Source: an optimization exercise on an open RTL-to-GDS flow (aim: small area, a short achievable clock period and few clock cycles per item). Production flows keep margins and buffers that such runs may drop.
No functional check of the RTL was part of any run shown here.

**design/flow/design.v**
```verilog
`default_nettype none
module bch (
	input  logic        i_clk,
	input  logic        i_arst_n,
	input  logic        i_set,
	input  logic [63:0] i_data,
	output logic        o_ready,
	output logic        o_finish,
	output logic [9:0]  o_data
);
	function automatic [9:0] qsolve(input [9:0] x);
		qsolve[0] = 1'b0;
		qsolve[1] = x[2] ^ x[4] ^ x[7];
		qsolve[2] = x[3] ^ x[4] ^ x[6] ^ x[7];
		qsolve[3] = x[1] ^ x[2] ^ x[4] ^ x[6] ^ x[9];
		qsolve[4] = x[3] ^ x[6] ^ x[7] ^ x[8] ^ x[9];
		qsolve[5] = x[0] ^ x[3] ^ x[6] ^ x[7] ^ x[9];
		qsolve[6] = x[7] ^ x[9];
		qsolve[7] = x[8] ^ x[9];
		qsolve[8] = x[6] ^ x[7] ^ x[9];
		qsolve[9] = x[8];
	endfunction
	function automatic [4:0] t_inv32(input [4:0] x);
		t_inv32[0] = 32'hbd89b432 >> x;
		t_inv32[1] = 32'hba357164 >> x;
		t_inv32[2] = 32'h4c98f3e8 >> x;
		t_inv32[3] = 32'h8a7ba4d8 >> x;
		t_inv32[4] = 32'hed3a0d2c >> x;
	endfunction
	function automatic [4:0] t_l31(input [4:0] x);
		t_l31[0] = 32'h1afb9244 >> x;
		t_l31[1] = 32'hb7903954 >> x;
		t_l31[2] = 32'h2dd584d8 >> x;
		t_l31[3] = 32'ha37162ac >> x;
		t_l31[4] = 32'h7a6628f0 >> x;
	endfunction
	function automatic [4:0] t_l31m3(input [4:0] x);
		t_l31m3[0] = 32'hb41365b4 >> x;
		t_l31m3[1] = 32'h68e77418 >> x;
		t_l31m3[2] = 32'h5f497224 >> x;
		t_l31m3[3] = 32'h4e8a29dc >> x;
		t_l31m3[4] = 32'h939957c >> x;
	endfunction
	function automatic [5:0] t_l33(input [4:0] x);
		t_l33[0] = 32'h69555995 >> x;
		t_l33[1] = 32'hf0c300ff >> x;
		t_l33[2] = 32'h63be30a6 >> x;
		t_l33[3] = 32'h5e952365 >> x;
		t_l33[4] = 32'h56651daa >> x;
		t_l33[5] = 32'h8000 >> x;
	endfunction
	function automatic [5:0] t_l33m3(input [4:0] x);
		t_l33m3[0] = 32'h965a9a64 >> x;
		t_l33m3[1] = 32'hcf33fcc0 >> x;
		t_l33m3[2] = 32'h7a2e688c >> x;
		t_l33m3[3] = 32'ha6d66bb8 >> x;
		t_l33m3[4] = 32'h95996594 >> x;
		t_l33m3[5] = 32'h0 >> x;
	endfunction
	function automatic [4:0] t_sq(input [4:0] x);
		t_sq[0] = 32'ha3be4c2d >> x;
		t_sq[1] = 32'hb51df26 >> x;
		t_sq[2] = 32'h6a3be4c2 >> x;
		t_sq[3] = 32'h30b51df2 >> x;
		t_sq[4] = 32'h7c985a8e >> x;
	endfunction
	function automatic [4:0] t_ki(input [5:0] x);
		t_ki[0] = 64'h1237cfb12 >> x;
		t_ki[1] = 64'h13c2010f2 >> x;
		t_ki[2] = 64'h1779327ba >> x;
		t_ki[3] = 64'hc81b604c >> x;
		t_ki[4] = 64'h18e9fe5c6 >> x;
	endfunction
	function automatic [4:0] t_kt(input [5:0] x);
		t_kt[0] = 64'h1e7d8948d >> x;
		t_kt[1] = 64'h1008794f0 >> x;
		t_kt[2] = 64'h993dd5de >> x;
		t_kt[3] = 64'hdb026320 >> x;
		t_kt[4] = 64'hff2e363a >> x;
	endfunction
	function automatic [9:0] t_a(input [4:0] x);
		t_a[0] = 32'h4ccccccc >> x;
		t_a[1] = 32'h70f0f0f0 >> x;
		t_a[2] = 32'h7f00ff00 >> x;
		t_a[3] = 32'h7fff0000 >> x;
		t_a[4] = 32'h2aaaaaaa >> x;
		t_a[5] = 32'h4ccccccc >> x;
		t_a[6] = 32'h70f0f0f0 >> x;
		t_a[7] = 32'h7f00ff00 >> x;
		t_a[8] = 32'h7fff0000 >> x;
		t_a[9] = 32'h2aaaaaaa >> x;
	endfunction
	function automatic [9:0] t_b(input [5:0] x);
		t_b[0] = 64'h199999998 >> x;
		t_b[1] = 64'h1e1e1e1e0 >> x;
		t_b[2] = 64'h1fe01fe00 >> x;
		t_b[3] = 64'h1fffe0000 >> x;
		t_b[4] = 64'haaaaaaaa >> x;
		t_b[5] = 64'h66666666 >> x;
		t_b[6] = 64'h1e1e1e1e >> x;
		t_b[7] = 64'h1fe01fe >> x;
		t_b[8] = 64'h1fffe >> x;
		t_b[9] = 64'h155555554 >> x;
	endfunction
	function automatic [4:0] m32(input [4:0] a, input [4:0] b);
		logic [8:0] p;
		p = '0;
		for (int i = 0; i < 5; i++)
			if (b[i])
				p = p ^ (9'(a) << i);
		for (int i = 8; i >= 5; i--)
			if (p[i])
				p = p ^ (9'b100101 << (i - 5));
		m32 = p[4:0];
	endfunction
	function automatic [4:0] sq32(input [4:0] a);
		sq32 = m32(a, a);
	endfunction
	function automatic [4:0] add31(input [4:0] x, input [4:0] y);
		logic [5:0] s0;
		logic [5:0] s1;
		s0 = {1'b0, x} + {1'b0, y};
		s1 = {1'b0, x} + {1'b0, y} + 6'd1;
		add31 = s1[5] ? s1[4:0] : s0[4:0];
	endfunction
	function automatic [5:0] add33(input [5:0] x, input [5:0] y);
		logic [6:0] s0;
		logic [7:0] s1;
		s0 = {1'b0, x} + {1'b0, y};
		s1 = {2'b0, x} + {2'b0, y} + 8'd95;   
		add33 = s1[7] ? s1[5:0] : s0[5:0];
	endfunction
	function automatic [9:0] add1023(input [9:0] x, input [9:0] y);
		logic [10:0] s0;
		logic [10:0] s1;
		s0 = {1'b0, x} + {1'b0, y};
		s1 = {1'b0, x} + {1'b0, y} + 11'd1;
		add1023 = s1[10] ? s1[9:0] : s0[9:0];
	endfunction
	logic       busy;
	logic       rdy;
	logic [3:0] cnt;
	logic       last;
	logic       last_q;
	logic       busy_q;
	logic       fin;
	assign o_ready = rdy;
	assign last    = busy && (cnt == 4'd15);
	always_ff @(posedge i_clk or negedge i_arst_n) begin
		if (!i_arst_n) begin
			busy   <= 1'b0;
			rdy    <= 1'b1;
			cnt    <= '0;
			last_q <= 1'b0;
			busy_q <= 1'b0;
			fin    <= 1'b0;
		end else begin
			last_q <= last;
			busy_q <= busy;
			fin    <= last_q;
			cnt    <= cnt + 1'b1;
			if (!busy) begin
				cnt  <= 4'd1;
				busy <= i_set;
				rdy  <= !i_set;
			end else if (last) begin
				busy <= 1'b0;
				rdy  <= 1'b1;
			end
		end
	end
	logic [63:0] dm;
	logic [63:0] dq;
	logic [9:0]  acc1;
	logic [9:0]  acc3;
	logic [9:0]  fb1;
	logic [9:0]  fb3;
	always_ff @(posedge i_clk) begin
		dq <= {i_data[63] && !last, i_data[62:0]};   
	end
	assign dm  = dq;
	assign fb1 = busy_q ? acc1 : 10'd0;
	assign fb3 = busy_q ? acc3 : 10'd0;
	logic [333:0] sx;
	assign sx[0] = dm[5] ^ dm[53];
	assign sx[1] = dm[34] ^ dm[52];
	assign sx[2] = dm[33] ^ dm[46];
	assign sx[3] = dm[7] ^ dm[60];
	assign sx[4] = dm[27] ^ dm[29];
	assign sx[5] = dm[54] ^ dm[57];
	assign sx[6] = dm[17] ^ dm[58];
	assign sx[7] = dm[10] ^ dm[37];
	assign sx[8] = dm[31] ^ dm[62];
	assign sx[9] = dm[0] ^ dm[20];
	assign sx[10] = dm[14] ^ dm[55];
	assign sx[11] = dm[11] ^ dm[48];
	assign sx[12] = dm[1] ^ dm[56];
	assign sx[13] = dm[23] ^ sx[0];
	assign sx[14] = dm[15] ^ sx[3];
	assign sx[15] = dm[12] ^ dm[38];
	assign sx[16] = dm[36] ^ dm[45];
	assign sx[17] = dm[24] ^ dm[61];
	assign sx[18] = dm[9] ^ dm[18];
	assign sx[19] = dm[49] ^ dm[51];
	assign sx[20] = dm[35] ^ dm[59];
	assign sx[21] = dm[4] ^ sx[8];
	assign sx[22] = dm[6] ^ sx[6];
	assign sx[23] = dm[3] ^ sx[7];
	assign sx[24] = dm[21] ^ sx[2];
	assign sx[25] = sx[1] ^ sx[4];
	assign sx[26] = dm[13] ^ sx[5];
	assign sx[27] = dm[47] ^ sx[12];
	assign sx[28] = fb3[7] ^ dm[43];
	assign sx[29] = dm[16] ^ dm[26];
	assign sx[30] = dm[42] ^ sx[10];
	assign sx[31] = sx[9] ^ sx[11];
	assign sx[32] = dm[40] ^ sx[18];
	assign sx[33] = sx[13] ^ sx[20];
	assign sx[34] = sx[14] ^ sx[15];
	assign sx[35] = fb3[4] ^ fb3[5];
	assign sx[36] = fb3[8] ^ dm[22];
	assign sx[37] = dm[19] ^ dm[44];
	assign sx[38] = dm[2] ^ dm[50];
	assign sx[39] = fb3[9] ^ sx[17];
	assign sx[40] = sx[19] ^ sx[25];
	assign sx[41] = fb1[4] ^ dm[28];
	assign sx[42] = fb1[7] ^ dm[43];
	assign sx[43] = dm[30] ^ dm[32];
	assign sx[44] = fb3[6] ^ dm[39];
	assign sx[45] = fb3[3] ^ sx[28];
	assign sx[46] = dm[48] ^ sx[21];
	assign sx[47] = sx[16] ^ sx[27];
	assign sx[48] = sx[23] ^ sx[29];
	assign sx[49] = sx[16] ^ sx[24];
	assign sx[50] = dm[20] ^ sx[26];
	assign sx[51] = sx[31] ^ sx[34];
	assign sx[52] = dm[25] ^ dm[47];
	assign sx[53] = fb1[5] ^ dm[53];
	assign sx[54] = dm[22] ^ dm[41];
	assign sx[55] = fb1[1] ^ dm[18];
	assign sx[56] = dm[32] ^ dm[56];
	assign sx[57] = fb3[2] ^ dm[34];
	assign sx[58] = dm[8] ^ sx[36];
	assign sx[59] = fb1[3] ^ sx[1];
	assign sx[60] = fb1[6] ^ sx[41];
	assign sx[61] = sx[19] ^ sx[35];
	assign sx[62] = dm[33] ^ sx[11];
	assign sx[63] = dm[40] ^ sx[0];
	assign sx[64] = sx[4] ^ sx[32];
	assign sx[65] = dm[3] ^ sx[22];
	assign sx[66] = fb3[0] ^ sx[39];
	assign sx[67] = sx[9] ^ sx[33];
	assign sx[68] = dm[59] ^ sx[46];
	assign sx[69] = dm[29] ^ sx[33];
	assign sx[70] = fb1[9] ^ sx[40];
	assign sx[71] = dm[0] ^ dm[28];
	assign sx[72] = dm[25] ^ dm[54];
	assign sx[73] = fb1[4] ^ dm[8];
	assign sx[74] = fb1[0] ^ dm[61];
	assign sx[75] = fb1[3] ^ dm[12];
	assign sx[76] = dm[14] ^ dm[15];
	assign sx[77] = fb3[1] ^ dm[17];
	assign sx[78] = fb3[8] ^ dm[44];
	assign sx[79] = dm[19] ^ dm[46];
	assign sx[80] = fb1[2] ^ dm[30];
	assign sx[81] = dm[42] ^ dm[63];
	assign sx[82] = dm[26] ^ dm[39];
	assign sx[83] = dm[16] ^ dm[24];
	assign sx[84] = fb3[9] ^ dm[51];
	assign sx[85] = fb1[2] ^ dm[7];
	assign sx[86] = dm[58] ^ sx[38];
	assign sx[87] = sx[2] ^ sx[17];
	assign sx[88] = sx[37] ^ sx[81];
	assign sx[89] = sx[6] ^ sx[12];
	assign sx[90] = sx[8] ^ sx[43];
	assign sx[91] = dm[11] ^ sx[10];
	assign sx[92] = fb1[8] ^ sx[55];
	assign sx[93] = dm[60] ^ sx[54];
	assign sx[94] = dm[2] ^ sx[52];
	assign sx[95] = sx[42] ^ sx[74];
	assign sx[96] = sx[15] ^ sx[53];
	assign sx[97] = sx[35] ^ sx[84];
	assign sx[98] = sx[38] ^ sx[76];
	assign sx[99] = sx[2] ^ sx[28];
	assign sx[100] = sx[5] ^ sx[37];
	assign sx[101] = sx[14] ^ sx[88];
	assign sx[102] = sx[22] ^ sx[57];
	assign sx[103] = dm[1] ^ sx[25];
	assign sx[104] = sx[60] ^ sx[92];
	assign sx[105] = sx[27] ^ sx[30];
	assign sx[106] = dm[9] ^ sx[63];
	assign sx[107] = sx[26] ^ sx[45];
	assign sx[108] = dm[13] ^ sx[89];
	assign sx[109] = dm[4] ^ sx[30];
	assign sx[110] = sx[30] ^ sx[79];
	assign sx[111] = dm[26] ^ sx[61];
	assign sx[112] = sx[13] ^ sx[32];
	assign sx[113] = sx[39] ^ sx[58];
	assign sx[114] = dm[5] ^ sx[24];
	assign sx[115] = sx[59] ^ sx[87];
	assign sx[116] = sx[62] ^ sx[95];
	assign sx[117] = dm[45] ^ sx[21];
	assign sx[118] = sx[48] ^ sx[93];
	assign sx[119] = sx[34] ^ sx[112];
	assign sx[120] = dm[38] ^ sx[50];
	assign sx[121] = sx[47] ^ sx[91];
	assign sx[122] = sx[56] ^ sx[64];
	assign sx[123] = dm[14] ^ sx[65];
	assign sx[124] = sx[66] ^ sx[102];
	assign sx[125] = sx[49] ^ sx[73];
	assign sx[126] = dm[35] ^ sx[50];
	assign sx[127] = sx[31] ^ sx[49];
	assign sx[128] = dm[41] ^ sx[51];
	assign sx[129] = sx[42] ^ sx[70];
	assign sx[130] = sx[69] ^ sx[104];
	assign sx[131] = dm[57] ^ sx[68];
	assign sx[132] = sx[67] ^ sx[122];
	assign sx[133] = sx[51] ^ sx[82];
	assign sx[134] = dm[0] ^ dm[16];
	assign sx[135] = dm[36] ^ sx[72];
	assign sx[136] = sx[75] ^ sx[134];
	assign sx[137] = sx[13] ^ sx[24];
	assign sx[138] = sx[60] ^ sx[90];
	assign sx[139] = sx[135] ^ sx[136];
	assign sx[140] = sx[101] ^ sx[137];
	assign sx[141] = sx[138] ^ sx[139];
	assign sx[142] = sx[70] ^ sx[123];
	assign sx[143] = sx[140] ^ sx[141];
	assign sx[144] = sx[142] ^ sx[143];
	assign sx[145] = dm[49] ^ dm[52];
	assign sx[146] = sx[41] ^ sx[145];
	assign sx[147] = sx[22] ^ sx[146];
	assign sx[148] = sx[105] ^ sx[116];
	assign sx[149] = sx[147] ^ sx[119];
	assign sx[150] = sx[126] ^ sx[148];
	assign sx[151] = sx[149] ^ sx[150];
	assign sx[152] = fb1[0] ^ fb1[9];
	assign sx[153] = dm[2] ^ dm[22];
	assign sx[154] = dm[31] ^ sx[43];
	assign sx[155] = sx[152] ^ sx[153];
	assign sx[156] = sx[14] ^ sx[23];
	assign sx[157] = sx[26] ^ sx[154];
	assign sx[158] = sx[155] ^ sx[115];
	assign sx[159] = sx[156] ^ sx[157];
	assign sx[160] = sx[121] ^ sx[158];
	assign sx[161] = sx[159] ^ sx[130];
	assign sx[162] = sx[160] ^ sx[161];
	assign sx[163] = fb1[4] ^ dm[10];
	assign sx[164] = dm[50] ^ sx[55];
	assign sx[165] = sx[80] ^ sx[163];
	assign sx[166] = sx[100] ^ sx[164];
	assign sx[167] = sx[165] ^ sx[114];
	assign sx[168] = sx[117] ^ sx[166];
	assign sx[169] = sx[167] ^ sx[168];
	assign sx[170] = sx[129] ^ sx[133];
	assign sx[171] = sx[169] ^ sx[170];
	assign sx[172] = fb1[8] ^ dm[37];
	assign sx[173] = sx[3] ^ sx[29];
	assign sx[174] = sx[53] ^ sx[80];
	assign sx[175] = sx[172] ^ sx[22];
	assign sx[176] = sx[173] ^ sx[174];
	assign sx[177] = sx[47] ^ sx[115];
	assign sx[178] = sx[175] ^ sx[176];
	assign sx[179] = sx[68] ^ sx[120];
	assign sx[180] = sx[177] ^ sx[178];
	assign sx[181] = sx[179] ^ sx[180];
	assign sx[182] = dm[3] ^ dm[52];
	assign sx[183] = sx[182] ^ sx[108];
	assign sx[184] = sx[110] ^ sx[183];
	assign sx[185] = sx[130] ^ sx[133];
	assign sx[186] = sx[184] ^ sx[185];
	assign sx[187] = dm[37] ^ dm[39];
	assign sx[188] = sx[18] ^ sx[38];
	assign sx[189] = sx[54] ^ sx[71];
	assign sx[190] = sx[72] ^ sx[85];
	assign sx[191] = sx[187] ^ sx[96];
	assign sx[192] = sx[188] ^ sx[189];
	assign sx[193] = sx[190] ^ sx[65];
	assign sx[194] = sx[191] ^ sx[192];
	assign sx[195] = sx[121] ^ sx[193];
	assign sx[196] = sx[194] ^ sx[129];
	assign sx[197] = sx[195] ^ sx[196];
	assign sx[198] = fb1[1] ^ dm[27];
	assign sx[199] = sx[198] ^ sx[32];
	assign sx[200] = sx[59] ^ sx[96];
	assign sx[201] = sx[98] ^ sx[48];
	assign sx[202] = sx[108] ^ sx[199];
	assign sx[203] = sx[200] ^ sx[125];
	assign sx[204] = sx[201] ^ sx[202];
	assign sx[205] = sx[131] ^ sx[203];
	assign sx[206] = sx[204] ^ sx[205];
	assign sx[207] = fb1[6] ^ dm[25];
	assign sx[208] = dm[51] ^ dm[52];
	assign sx[209] = sx[7] ^ sx[10];
	assign sx[210] = sx[83] ^ sx[85];
	assign sx[211] = sx[207] ^ sx[208];
	assign sx[212] = sx[86] ^ sx[100];
	assign sx[213] = sx[209] ^ sx[210];
	assign sx[214] = sx[211] ^ sx[212];
	assign sx[215] = sx[213] ^ sx[125];
	assign sx[216] = sx[214] ^ sx[132];
	assign sx[217] = sx[215] ^ sx[216];
	assign sx[218] = fb1[5] ^ dm[8];
	assign sx[219] = dm[13] ^ dm[17];
	assign sx[220] = sx[56] ^ sx[75];
	assign sx[221] = sx[218] ^ sx[219];
	assign sx[222] = sx[220] ^ sx[221];
	assign sx[223] = sx[40] ^ sx[106];
	assign sx[224] = sx[109] ^ sx[116];
	assign sx[225] = sx[222] ^ sx[118];
	assign sx[226] = sx[223] ^ sx[224];
	assign sx[227] = sx[225] ^ sx[226];
	assign sx[228] = dm[30] ^ dm[54];
	assign sx[229] = dm[62] ^ sx[77];
	assign sx[230] = sx[228] ^ sx[23];
	assign sx[231] = sx[27] ^ sx[58];
	assign sx[232] = sx[99] ^ sx[229];
	assign sx[233] = sx[40] ^ sx[101];
	assign sx[234] = sx[230] ^ sx[231];
	assign sx[235] = sx[232] ^ sx[67];
	assign sx[236] = sx[233] ^ sx[234];
	assign sx[237] = sx[235] ^ sx[236];
	assign sx[238] = dm[46] ^ sx[0];
	assign sx[239] = sx[43] ^ sx[78];
	assign sx[240] = sx[21] ^ sx[238];
	assign sx[241] = sx[239] ^ sx[47];
	assign sx[242] = sx[48] ^ sx[64];
	assign sx[243] = sx[240] ^ sx[124];
	assign sx[244] = sx[241] ^ sx[242];
	assign sx[245] = sx[128] ^ sx[243];
	assign sx[246] = sx[244] ^ sx[245];
	assign sx[247] = fb3[5] ^ dm[21];
	assign sx[248] = dm[37] ^ dm[50];
	assign sx[249] = sx[52] ^ sx[247];
	assign sx[250] = sx[248] ^ sx[63];
	assign sx[251] = sx[90] ^ sx[249];
	assign sx[252] = sx[103] ^ sx[107];
	assign sx[253] = sx[113] ^ sx[250];
	assign sx[254] = sx[251] ^ sx[252];
	assign sx[255] = sx[253] ^ sx[128];
	assign sx[256] = sx[254] ^ sx[255];
	assign sx[257] = dm[10] ^ dm[36];
	assign sx[258] = dm[58] ^ sx[1];
	assign sx[259] = sx[29] ^ sx[44];
	assign sx[260] = sx[257] ^ sx[61];
	assign sx[261] = sx[94] ^ sx[258];
	assign sx[262] = sx[259] ^ sx[110];
	assign sx[263] = sx[113] ^ sx[260];
	assign sx[264] = sx[261] ^ sx[119];
	assign sx[265] = sx[262] ^ sx[263];
	assign sx[266] = sx[131] ^ sx[264];
	assign sx[267] = sx[265] ^ sx[266];
	assign sx[268] = fb3[7] ^ dm[11];
	assign sx[269] = dm[28] ^ dm[53];
	assign sx[270] = dm[62] ^ sx[18];
	assign sx[271] = sx[37] ^ sx[44];
	assign sx[272] = sx[268] ^ sx[269];
	assign sx[273] = sx[86] ^ sx[270];
	assign sx[274] = sx[271] ^ sx[272];
	assign sx[275] = sx[66] ^ sx[103];
	assign sx[276] = sx[273] ^ sx[274];
	assign sx[277] = sx[118] ^ sx[126];
	assign sx[278] = sx[275] ^ sx[276];
	assign sx[279] = sx[277] ^ sx[278];
	assign sx[280] = fb3[2] ^ dm[7];
	assign sx[281] = dm[27] ^ sx[6];
	assign sx[282] = sx[36] ^ sx[44];
	assign sx[283] = sx[71] ^ sx[83];
	assign sx[284] = sx[280] ^ sx[45];
	assign sx[285] = sx[281] ^ sx[282];
	assign sx[286] = sx[283] ^ sx[46];
	assign sx[287] = sx[105] ^ sx[114];
	assign sx[288] = sx[284] ^ sx[285];
	assign sx[289] = sx[286] ^ sx[287];
	assign sx[290] = sx[288] ^ sx[289];
	assign sx[291] = dm[1] ^ dm[6];
	assign sx[292] = dm[24] ^ dm[27];
	assign sx[293] = dm[32] ^ dm[39];
	assign sx[294] = sx[3] ^ sx[20];
	assign sx[295] = sx[78] ^ sx[291];
	assign sx[296] = sx[292] ^ sx[293];
	assign sx[297] = sx[23] ^ sx[97];
	assign sx[298] = sx[294] ^ sx[295];
	assign sx[299] = sx[296] ^ sx[107];
	assign sx[300] = sx[109] ^ sx[297];
	assign sx[301] = sx[298] ^ sx[127];
	assign sx[302] = sx[299] ^ sx[300];
	assign sx[303] = sx[301] ^ sx[302];
	assign sx[304] = sx[5] ^ sx[45];
	assign sx[305] = sx[94] ^ sx[106];
	assign sx[306] = sx[111] ^ sx[304];
	assign sx[307] = sx[124] ^ sx[127];
	assign sx[308] = sx[305] ^ sx[306];
	assign sx[309] = sx[307] ^ sx[308];
	assign sx[310] = fb3[0] ^ fb3[3];
	assign sx[311] = fb3[6] ^ dm[21];
	assign sx[312] = dm[32] ^ dm[42];
	assign sx[313] = dm[45] ^ dm[60];
	assign sx[314] = sx[7] ^ sx[17];
	assign sx[315] = sx[36] ^ sx[77];
	assign sx[316] = sx[310] ^ sx[311];
	assign sx[317] = sx[312] ^ sx[313];
	assign sx[318] = sx[62] ^ sx[98];
	assign sx[319] = sx[314] ^ sx[315];
	assign sx[320] = sx[316] ^ sx[317];
	assign sx[321] = sx[111] ^ sx[318];
	assign sx[322] = sx[319] ^ sx[320];
	assign sx[323] = sx[69] ^ sx[120];
	assign sx[324] = sx[321] ^ sx[322];
	assign sx[325] = sx[323] ^ sx[324];
	assign sx[326] = fb3[1] ^ dm[12];
	assign sx[327] = sx[44] ^ sx[57];
	assign sx[328] = sx[326] ^ sx[97];
	assign sx[329] = sx[99] ^ sx[327];
	assign sx[330] = sx[117] ^ sx[328];
	assign sx[331] = sx[329] ^ sx[123];
	assign sx[332] = sx[330] ^ sx[132];
	assign sx[333] = sx[331] ^ sx[332];
	always_ff @(posedge i_clk) begin
		acc1[0] <= sx[144];
		acc1[1] <= sx[151];
		acc1[2] <= sx[162];
		acc1[3] <= sx[171];
		acc1[4] <= sx[181];
		acc1[5] <= sx[186];
		acc1[6] <= sx[197];
		acc1[7] <= sx[206];
		acc1[8] <= sx[217];
		acc1[9] <= sx[227];
		acc3[0] <= sx[237];
		acc3[1] <= sx[246];
		acc3[2] <= sx[256];
		acc3[3] <= sx[267];
		acc3[4] <= sx[279];
		acc3[5] <= sx[290];
		acc3[6] <= sx[303];
		acc3[7] <= sx[309];
		acc3[8] <= sx[325];
		acc3[9] <= sx[333];
	end
	logic [9:0] lin;      
	logic [9:0] lx;
	logic [4:0] qt;       
	logic [4:0] qn;       
	logic       qbz;      
	logic [4:0] raw31;
	logic [5:0] raw33;
	logic [4:0] m3_31;
	logic [5:0] m3_33;
	assign lx = fin ? acc1 : lin;
	always_ff @(posedge i_clk) begin
		qt  <= m32(lx[4:0], t_inv32(lx[9:5]));
		qn  <= sq32(lx[4:0]) ^ m32(lx[4:0], lx[9:5]) ^ sq32(lx[9:5]);
		qbz <= (lx[9:5] == 5'd0);
	end
	assign raw31 = t_l31(qn);
	assign raw33 = qbz ? 6'd0 : t_l33(qt);
	assign m3_31 = t_l31m3(qn);
	assign m3_33 = qbz ? 6'd0 : t_l33m3(qt);
	logic [8:0] st;       
	logic [4:0] r1_31;    
	logic [5:0] r1_33;
	logic [4:0] r_31;     
	logic [5:0] r_33;
	logic [4:0] op31;
	logic [5:0] op33;
	logic       s1z;      
	logic       s3z;      
	logic       single;
	logic       nosol;    
	logic       sgl_n;
	logic [4:0] esq;
	logic [9:0] ex;
	logic [9:0] p;
	logic [9:0] p1;
	logic [9:0] od;
	logic       of;
	logic [1:0] ocnt;
	logic       od_lt;
	logic       empty;
	always_ff @(posedge i_clk or negedge i_arst_n) begin
		if (!i_arst_n) begin
			st <= '0;
		end else begin
			st <= {st[7:0], fin};
		end
	end
	assign op31 = st[1] ? r_31 : r1_31;
	assign op33 = st[1] ? r_33 : r1_33;
	assign sgl_n = !s3z && (r_31 == 5'd0) && (r_33 == 6'd0);
	assign esq   = t_sq(r_31);
	logic [9:0] exq;
	logic       sglq;
	assign ex    = {m32(esq, t_ki(r_33)), m32(esq, t_kt(r_33))};
	always_ff @(posedge i_clk) begin
		exq  <= ex;
		sglq <= sgl_n;
	end
	assign p     = add1023(t_a(r_31), t_b(r_33));
	assign od_lt = (od < p1);
	assign empty = s1z || (!single && nosol);
	always_ff @(posedge i_clk) begin
		if (fin) begin
			s1z <= (acc1 == 10'd0);
			lin <= acc3;
		end else if (st[3]) begin
			lin <= sglq ? 10'd1 : s3z ? 10'd32 : (qsolve(exq) ^ 10'd32);
		end else begin
			lin <= lin ^ 10'd1;
		end
		if (st[0]) begin
			s3z   <= (lin == 10'd0);
			r1_31 <= raw31;
			r1_33 <= raw33;
		end
		if (st[3]) begin
			single <= sglq;
			nosol  <= !s3z && ^(exq & 10'd288);
		end
		if (st[0]) begin
			r_31 <= m3_31;
			r_33 <= m3_33;
		end else begin
			r_31 <= add31(raw31, op31);
			r_33 <= add33(raw33, op33);
		end
		if (st[6] || (st[8] && !od_lt))
			p1 <= st[6] ? p : od;
	end
	assign o_finish = of;
	assign o_data   = od;
	always_ff @(posedge i_clk or negedge i_arst_n) begin
		if (!i_arst_n) begin
			of   <= 1'b0;
			ocnt <= '0;
		end else begin
			if (st[8]) begin
				of   <= 1'b1;
				ocnt <= empty ? 2'd0 : single ? 2'd1 : 2'd2;
			end else if (of) begin
				if (ocnt == 2'd0)
					of <= 1'b0;
				else
					ocnt <= ocnt - 1'b1;
			end
		end
	end
	always_ff @(posedge i_clk) begin
		if (st[7]) begin
			od <= p;
		end else if (st[8]) begin
			if (empty)
				od <= 10'd1023;
			else if (single || !od_lt)
				od <= p1;
		end else if (ocnt == 2'd2) begin
			od <= p1;
		end else begin
			od <= 10'd1023;
		end
	end
endmodule
`default_nettype wire
```
**design/flow/run.sh**
```bash
#!/bin/bash
# synth_recipe.tcl (not shown) runs the flow's synth.tcl, then flattens the netlist and writes it again
# the make line also repeats each setting of config.mk as NAME=value (left out here)
make -C /OpenROAD-flow-scripts/flow DESIGN_CONFIG=/design/flow/config.mk WORK_HOME=/design/flow/orfs CLKGATE_MAP_FILE= SYNTH_SCRIPT=/design/flow/synth_recipe.tcl finish
```
**design/flow/config.mk**
```make
export PLATFORM = sky130hd
export DESIGN_NAME = bch
export DESIGN_NICKNAME = bch
export VERILOG_FILES = /design/flow/design.v
export SDC_FILE = /design/flow/constraint.sdc
export NUM_CORES = 4
export LEC_CHECK = 0
export ABC_AREA = 1
export CAP_MARGIN = 20
export CORE_MARGIN = 2
export CORE_UTILIZATION = 40
export SETUP_SLACK_MARGIN = 3.6
export SLEW_MARGIN = 20
```
**design/flow/constraint.sdc**
```tcl
create_clock -name core_clock -period 6.5 [get_ports {i_clk}]
set_input_delay 1.3000 -clock core_clock [delete_from_list [all_inputs] [get_ports {i_clk}]]
set_output_delay 1.3000 -clock core_clock [all_outputs]
set_load 0.01 [all_outputs]
```
==> results of run 1 <==
-- registers in the layout, indices dropped and copies added, names as in the netlist, 6 cells and up --
name   flops
acc1      10
dq        64
lin       10
p1        10
od        10
exq       10
st         9
r1_33      6
r_33       6
acc3      10
-- what timing repair did --
item / in CTS / in global routing
hold buffers: 0 / 0
pin swaps: 45 / 33
hold endpoints to repair: 0 / 0
gates resized for setup: 120 / 83
endpoints found under the setup margin: 36 / 38
cloned: 1 / 0
buffers inserted: 63 / 22
-- per-stage QoR --
stage,instances,hold WS [ns],setup slack (ns)
2_1_floorplan,2377,0.331,3.24
3_3_place_gp,2933,0.332,2.61
3_5_place_dp,2933,0.336,2.54
4_1_cts,3029,0.350,3.28
5_1_grt,3051,0.358,3.04
6_report,3051,0.349,3.21
-- path summary, 6_finish.rpt --
kind | from | to | slack, ns | cells after the start
max in group asynchronous | i_arst_n | st[1] | 5.32 | 1
worst min register to register | st[4] | st[5] | 0.35 | 0
min in group asynchronous | i_arst_n | st[8] | 0.79 | 1
worst max-delay path | qt[1] | r_33[3] | 3.21 | 23
worst min-delay path | st[4] | st[5] | 0.35 | 0
worst max register to register | qt[1] | r_33[3] | 3.21 | 23
-- kinds of logic after synthesis --
| logic type | Yosys count | synth area share [%] |
|---|---|---|
| XOR/XNOR | 361 | 20.4 |
| flip-flops | 183 | 26.0 |
| AO/OA/AOI/OAI | 228 | 8.06 |
| adder cells (fa/ha/maj) | 86 | 6.87 |
| AND/OR/NAND/NOR | 1164 | 30.0 |
| buffers and inverters | 355 | 8.76 |
-- Yosys cell counts (all sizes together), types with 6 or more instances --
master  number  share of area, %
xor2       222                13
o31ai       11              0.51
xnor2      139               7.8
nor3        14              0.43
a21oi       79               2.5
nand2      800                19
inv        300               6.9
buf         28               1.2
o21ai       99               3.3
nand3b      13              0.60
clkinv       6              0.14
nand3      178               5.6
ha          81               6.3
nand4       18              0.69
or2         13              0.50
a31oi        7              0.27
nor2       124               3.0
edfxtp      44               8.1
clkbuf      21              0.49
dfrtp       20               3.1
dfxtp      118                15
-- worst register-to-register path: cells and delay by family, from the launching register on --
| kind | cells | cell delay, ns |
|---|---|---|
| compound gates | 6 | 0.78 |
| fa+ha+maj | 4 | 0.94 |
| buf+inv | 7 | 0.49 |
| flops | 1 | 0.38 |
| simple gates | 6 | 0.64 |
-- cells in the final DEF (no fill, tap or decap), types with 13 or more instances in the layout --
master / count
nand3b_1: 13
o21ai_0: 62
dfrtp_1: 18
nor2_2: 14
inv_2: 22
a21oi_1: 68
nor2_1: 101
inv_1: 266
dfxtp_1: 97
xor2_1: 209
clkdlybuf4s50_1: 77
o21ai_1: 17
edfxtp_1: 44
ha_1: 63
dfxtp_4: 16
xnor2_1: 131
nand2_2: 48
nand2_1: 739
xor2_2: 13
o21ai_2: 20
buf_4: 78
clkbuf_16: 17
nand3_1: 172
nand4_1: 18
-- layer usage --
layer	GRT usage (%)	part of all wire, %	wire length [um]	vias to the layer above
li1	-	-	-	7724
met1	27.7	44	20700	6969
met2	39.4	50	23100	389
met3	2.30	3.5	1620	64
met4	6.53	2.3	1060	0
met5	0	0	0	-
-- area by class of cell --
class | instances | area (sq um)
well taps | 525 | 657
fillers | 3949 | 20500
inverters | 306 | 1220
clock buffers | 18 | 429
multi-input cells | 1840 | 11200
clock inverters | 14 | 140
flip-flops and latches | 183 | 4280
repair buffers | 165 | 1480
==> flow_metrics.py, run 1 <==
metrics = {
    "floorplanning": {
        "fp.coreArea_sq_mm": 0.0399,
        "die_x_um": 205,
        "start_util_pct": 40.6,
        "fp-row-count": 73,
        "die-area_sq_mm": 0.0422,
        "boundaryPins": 79,
        "die_h_um": 205,
    },
    "yosys": {
        "syn_area_sq_mm": 0.0162,
        "synthDistinctLibCells": 55,
        "syn_inst": 2377,
        "synth_seq_area_share_pct": 26.0,
        "syn_nets": 2530,
        "avgSynthCellArea_sq_um": 6.82,
        "synth_edf_count": 44,
        "yosys_warnings": 1,
        "ys_async_sr_fraction_pct": 11.5,
        "synth-main-ff-cell": "dfxtp_1",
        "ys_seq_elements": 183,
    },
    "final_layout": {
        "final_util_pct": 48.7,
        "area_delta_synth_final_pct": 19.8,
        "diodes": 0,
        "nets": 2666,
        "design_area_sq_mm": 0.0194,
        "drive_gt1_share_pct": 14.5,
    },
    "critical_path": {
        "crit_chain": "inv_8, ha_4, inv_2, a21oi_2, nand2_2, a21oi_2, nor3_2, inv_1, ha_2, inv_2, ha_4, inv_2, fa_2, nor2_4, nor2_1, o21bai_1, nand2_2, o21bai_4, buf_12, inv_2, nor2_2, a22o_1, a21o_1",
        "start_kind": "register",
        "crit_family": "adder cells",
        "crit_top_cell": "inv_2",
        "worstPathRequired_ns": 6.89,
        "cp-end-kind": "register",
        "max_stage_delay_ns": 0.38,
        "worstSetupPathType": "register to register",
        "cp_max_fo": 6,
        "worstPathBufferInverterCount": 7,
        "critPathArrivalTime_ns": 3.68,
        "cp_slowest_cell": "dfxtp_4",
    },
    "global_routing": {
        "grt_antenna_before_repair": 0,
        "grt-ovfl-total": 0,
        "grt_max_degree": 32,
        "grt_first_pass_wirelength_um": 73600,
        "grt_pass1_vias": 14200,
        "track_usage_pct": 22.0,
    },
    "cts": {
        "clk_transition_reported_paths_ns": 0.08,
        "h-tree-depth": 4,
        "cts_tree": "built",
        "clk_latency_ns": 0.47,
        "clock_path_buffers": 2,
        "cts_buffers": 17,
        "clk_root_buffer_cell": "clkbuf_16",
        "cts_num_sinks": 183,
    },
    "routing": {
        "first_iter_violations": 924,
        "finalWirelength_um": 46500,
        "wl_per_cell_um": 15.2,
        "drtPass1Iterations": 5,
        "remaining_drc_errors": 0,
        "ant_nets": 0,
        "vias": 15100,
        "viasPerCell": 4.96,
    },
    "sta": {
        "finalHoldViolations": 0,
        "fin_worst_skew_ns": 0.0189,
        "finalSetupTns_ns": 0,
        "slew_violations": 0,
        "max_freq_mhz": 304,
        "fin_crit_sh_pct": 50.6,
        "grt_setup_unrepaired": "yes",
        "fin_crit_ns": 3.29,
        "maxSlewHeadroom_pct": 33.0,
        "worst_pin_slew_ns": 0.998,
        "setup_viol": 0,
    },
    "hold_path": {
        "worstHoldPathType": "register to register",
    },
    "place": {
        "placed_area_sq_mm": 0.0176,
        "numPortBuffers": 78,
        "place_congestion": 0.948,
        "hpwl_um": 35300,
    },
    "status": {
        "status": "timing/DRC/antenna clean",
    },
    "flow_run": {
        "drv_cap": 0,
    },
}
==> inputs of run 2 (changes only) <==
--- a/design/flow/config.mk
+++ b/design/flow/config.mk
@@ -9,5 +9,5 @@
 export CAP_MARGIN = 20
 export CORE_MARGIN = 2
 export CORE_UTILIZATION = 40
-export SETUP_SLACK_MARGIN = 3.6
+export SETUP_SLACK_MARGIN = 4.0
 export SLEW_MARGIN = 20
==> flow_metrics.py, run 2 <==
metrics = {
    "status": {
        "status": "timing/DRC/antenna clean",
    },
    "global_routing": {
        "grt_max_degree": 32,
        "grt-ovfl-total": 0,
        "grt_first_pass_wirelength_um": 72200,
        "grt_antenna_before_repair": 0,
        "grt_pass1_vias": 14500,
        "track_usage_pct": 21.7,
    },
    "sta": {
        "max_freq_mhz": 296,
        "worst_pin_slew_ns": 0.952,
        "fin_crit_ns": 3.38,
        "setup_viol": 0,
        "slew_violations": 0,
        "fin_worst_skew_ns": 0.0176,
        "finalSetupTns_ns": 0,
        "fin_crit_sh_pct": 51.9,
        "maxSlewHeadroom_pct": 36.5,
        "finalHoldViolations": 0,
        "grt_setup_unrepaired": "yes",
    },
    "final_layout": {
        "largest_register_ffs": 64,
        "area_delta_synth_final_pct": 25.7,
        "drive_gt1_share_pct": 19.2,
        "largest-register": "dq",
        "fillers": 3882,
        "final_common_cell": "nand2_1",
        "diodes": 0,
        "nets": 2714,
        "stdcell_count": 3099,
        "final_cell_mix": "nand2_1, inv_1, xor2_1, nand3_1, xnor2_1",
    },
    "yosys": {
        "ys_seq_elements": 183,
        "syn_nets": 2530,
        "yosys.area_share.simple_pct": 30.0,
        "synth_edf_count": 44,
        "synthDistinctLibCells": 55,
        "synthXorXnorAreaFrac_pct": 20.4,
        "synth_seq_area_share_pct": 26.0,
        "synth_top_area_share_pct": 18.0,
        "synth-adder-area-share_pct": 6.87,
        "syn_inst": 2377,
        "yosysMostFrequentCell": "nand2_1",
        "yosys_warnings": 1,
        "synth_top_family_by_area": "simple AND/OR/NAND/NOR gates",
        "synth_top_area_cell": "nand2_1",
        "post_synth_mux_area_share_pct": 0,
        "syn_area_sq_mm": 0.0162,
        "ys_async_sr_fraction_pct": 11.5,
        "synth-main-ff-cell": "dfxtp_1",
        "synthTopCellsByArea": "nand2_1, dfxtp_1, xor2_1, edfxtp_1, xnor2_1",
        "avgSynthCellArea_sq_um": 6.82,
        "synth.cells.most_frequent": "nand2_1, inv_1, xor2_1, nand3_1, xnor2_1",
        "synth_compound_area_share_pct": 8.06,
    },
    "cts": {
        "clk_root_buffer_cell": "clkbuf_16",
        "clk_latency_ns": 0.46,
        "cts_num_sinks": 183,
        "cts_tree": "built",
        "h-tree-depth": 4,
        "clk_transition_reported_paths_ns": 0.08,
        "cts_buffers": 17,
        "clock_path_buffers": 2,
        "cts_hold_buf": 0,
    },
    "flow_run": {
        "drv_cap": 0,
    },
    "hold_path": {
        "worstHoldPathType": "register to register",
        "hp-start": "st[2]",
    },
    "routing": {
        "viasPerCell": 5.02,
        "ant_nets": 0,
        "vias": 15600,
        "finalWirelength_um": 47800,
        "first_iter_violations": 969,
        "wl_per_cell_um": 15.4,
        "drtPass1Iterations": 6,
        "remaining_drc_errors": 0,
    },
    "critical_path": {
        "startpoint": "r_33[2]",
        "crit_top_cell": "nand2_1",
        "start_kind": "register",
        "cp_max_fo": 17,
        "critPathArrivalTime_ns": 3.56,
        "max_stage_delay_ns": 0.42,
        "r2r_start": "r_33[2]",
        "worstSetupPathType": "register to register",
        "crit_chain": "inv_4, nand2_1, o21ai_2, o21ai_0, ha_2, nand2_1, nor2_1, nand2_1, nand4_1, nand2_2, inv_1, nand2_4, nor2_4, nand2_2, nand2_4, buf_6, nand3b_1, nand3_1, o21ai_1",
        "cp-end-kind": "register",
        "cp_slowest_cell": "ha_2",
        "worstPathRequired_ns": 6.69,
    },
    "floorplanning": {
        "die_h_um": 205,
        "die-area_sq_mm": 0.0422,
        "boundaryPins": 79,
        "start_util_pct": 40.6,
        "fp.coreArea_sq_mm": 0.0399,
        "die_x_um": 205,
        "fp-row-count": 73,
    },
    "place": {
        "hpwl_um": 35600,
        "dp_cells": 2933,
        "numPortBuffers": 78,
        "place_congestion": 0.922,
    },
}
## run 2: cell counts after synthesis
No cell type changed its count.
## run 2: worst max-delay path: cells and delay by family, from the launching register on
kind | cells | cell delay (ns)
and+or+nand+nor | 12 | 1.46
buffers and inverters | 3 | 0.45
adders and majority gates | 1 | 0.42
DFF | 1 | 0.40
AOI/OAI and AO/OA | 3 | 0.40
## run 2: cells by family (layout without fill, tap and decap cells)
family                     Yosys count  after routing
adders and majority gates           86             86
and+or+nand+nor                   1164           1167
xor gates and xnor gates           361            361
AOI/OAI and AO/OA                  228            228
DFF                                183            183
buffers and inverters              355            549
## run 2: layout make-up
| cell class | count | area, sq um | share of cell area (%) |
|---|---|---|---|
| Timing Repair inverter | 2 | 13.8 | 0.0675 |
| Multi-Input combinational cell | 1842 | 11700 | 57.5 |
| Clock buffer | 20 | 468 | 2.30 |
| Sequential cell | 183 | 4290 | 21.0 |
| Clock inverter | 12 | 126 | 0.620 |
| Tap cell | 525 | 657 | 3.22 |
| Inverter | 306 | 1240 | 6.07 |
| Timing Repair Buffer | 209 | 1860 | 9.14 |
## run 2: layer usage
metal  global-route usage [%]  vias to the layer above  routed length [um]
li1                         -                     7828                   -
met1                     27.1                     7145               20300
met2                     38.0                      482               23500
met3                     2.58                      101                2290
met4                     8.81                        0                1660
met5                        0                        -                   0
## run 2: worst paths after layout
kind | end | slack, ns | depth (start not counted)
max in group asynchronous | st[1] | 5.31 | 1
setup / recovery | od[1] | 3.12 | 19
hold reg to reg | st[3] | 0.35 | 0
setup reg to reg | od[1] | 3.12 | 19
min in group asynchronous | of | 0.80 | 1
hold / removal | st[3] | 0.35 | 0
## run 2: what timing repair did
| action | 4_1_cts | 5_1_grt |
|---|---|---|
| hold endpoints to repair | 0 | 0 |
| gates resized for setup | 134 | 203 |
| pin swaps | 39 | 78 |
| setup buffers | 79 | 47 |
| setup endpoints to repair | 82 | 61 |
| gates cloned | 1 | 7 |
## run 2: per-stage QoR
step	worst slack [ns]	util [%]	instance area [sq um]	hold slack (ns)
6_report	3.12	51.1	20400	0.353
5_1_grt	2.94	51.1	20400	0.372
4_1_cts	3.24	48.0	19100	0.356
3_5_place_dp	2.65	44.1	17600	0.345
3_3_place_gp	2.70	44.1	17600	0.332
2_1_floorplan	3.24	-	16400	0.331

[re-timing with driven ports]
The results above use ideal ports. As a check the final layouts listed here were re-extracted and re-timed, cells and wires unchanged. Step 1, drivers: a clkbuf_16 drives i_clk and a buf_2 each remaining input, both assumed. Step 2 moves the port delays by t, midway between the first and last clock arrival at a register: inputs arrive t later, outputs are due t later. That takes back most of the time a late clock gives input paths. Slacks: ideal / step 1 / step 2; pairs: ideal / step 1.
run	t, ns	setup slack, ns	worst setup path at the end	slew at the worst register clock pin (ns)	cell pins on the clock port's net
run 1	0.510	3.209 / 3.209 / 3.209	register to register	0.08 / 0.08	1
run 2	0.502	3.125 / 3.125 / 3.125	register to register	0.08 / 0.08	1
After both steps setup and hold are still met in every run listed.
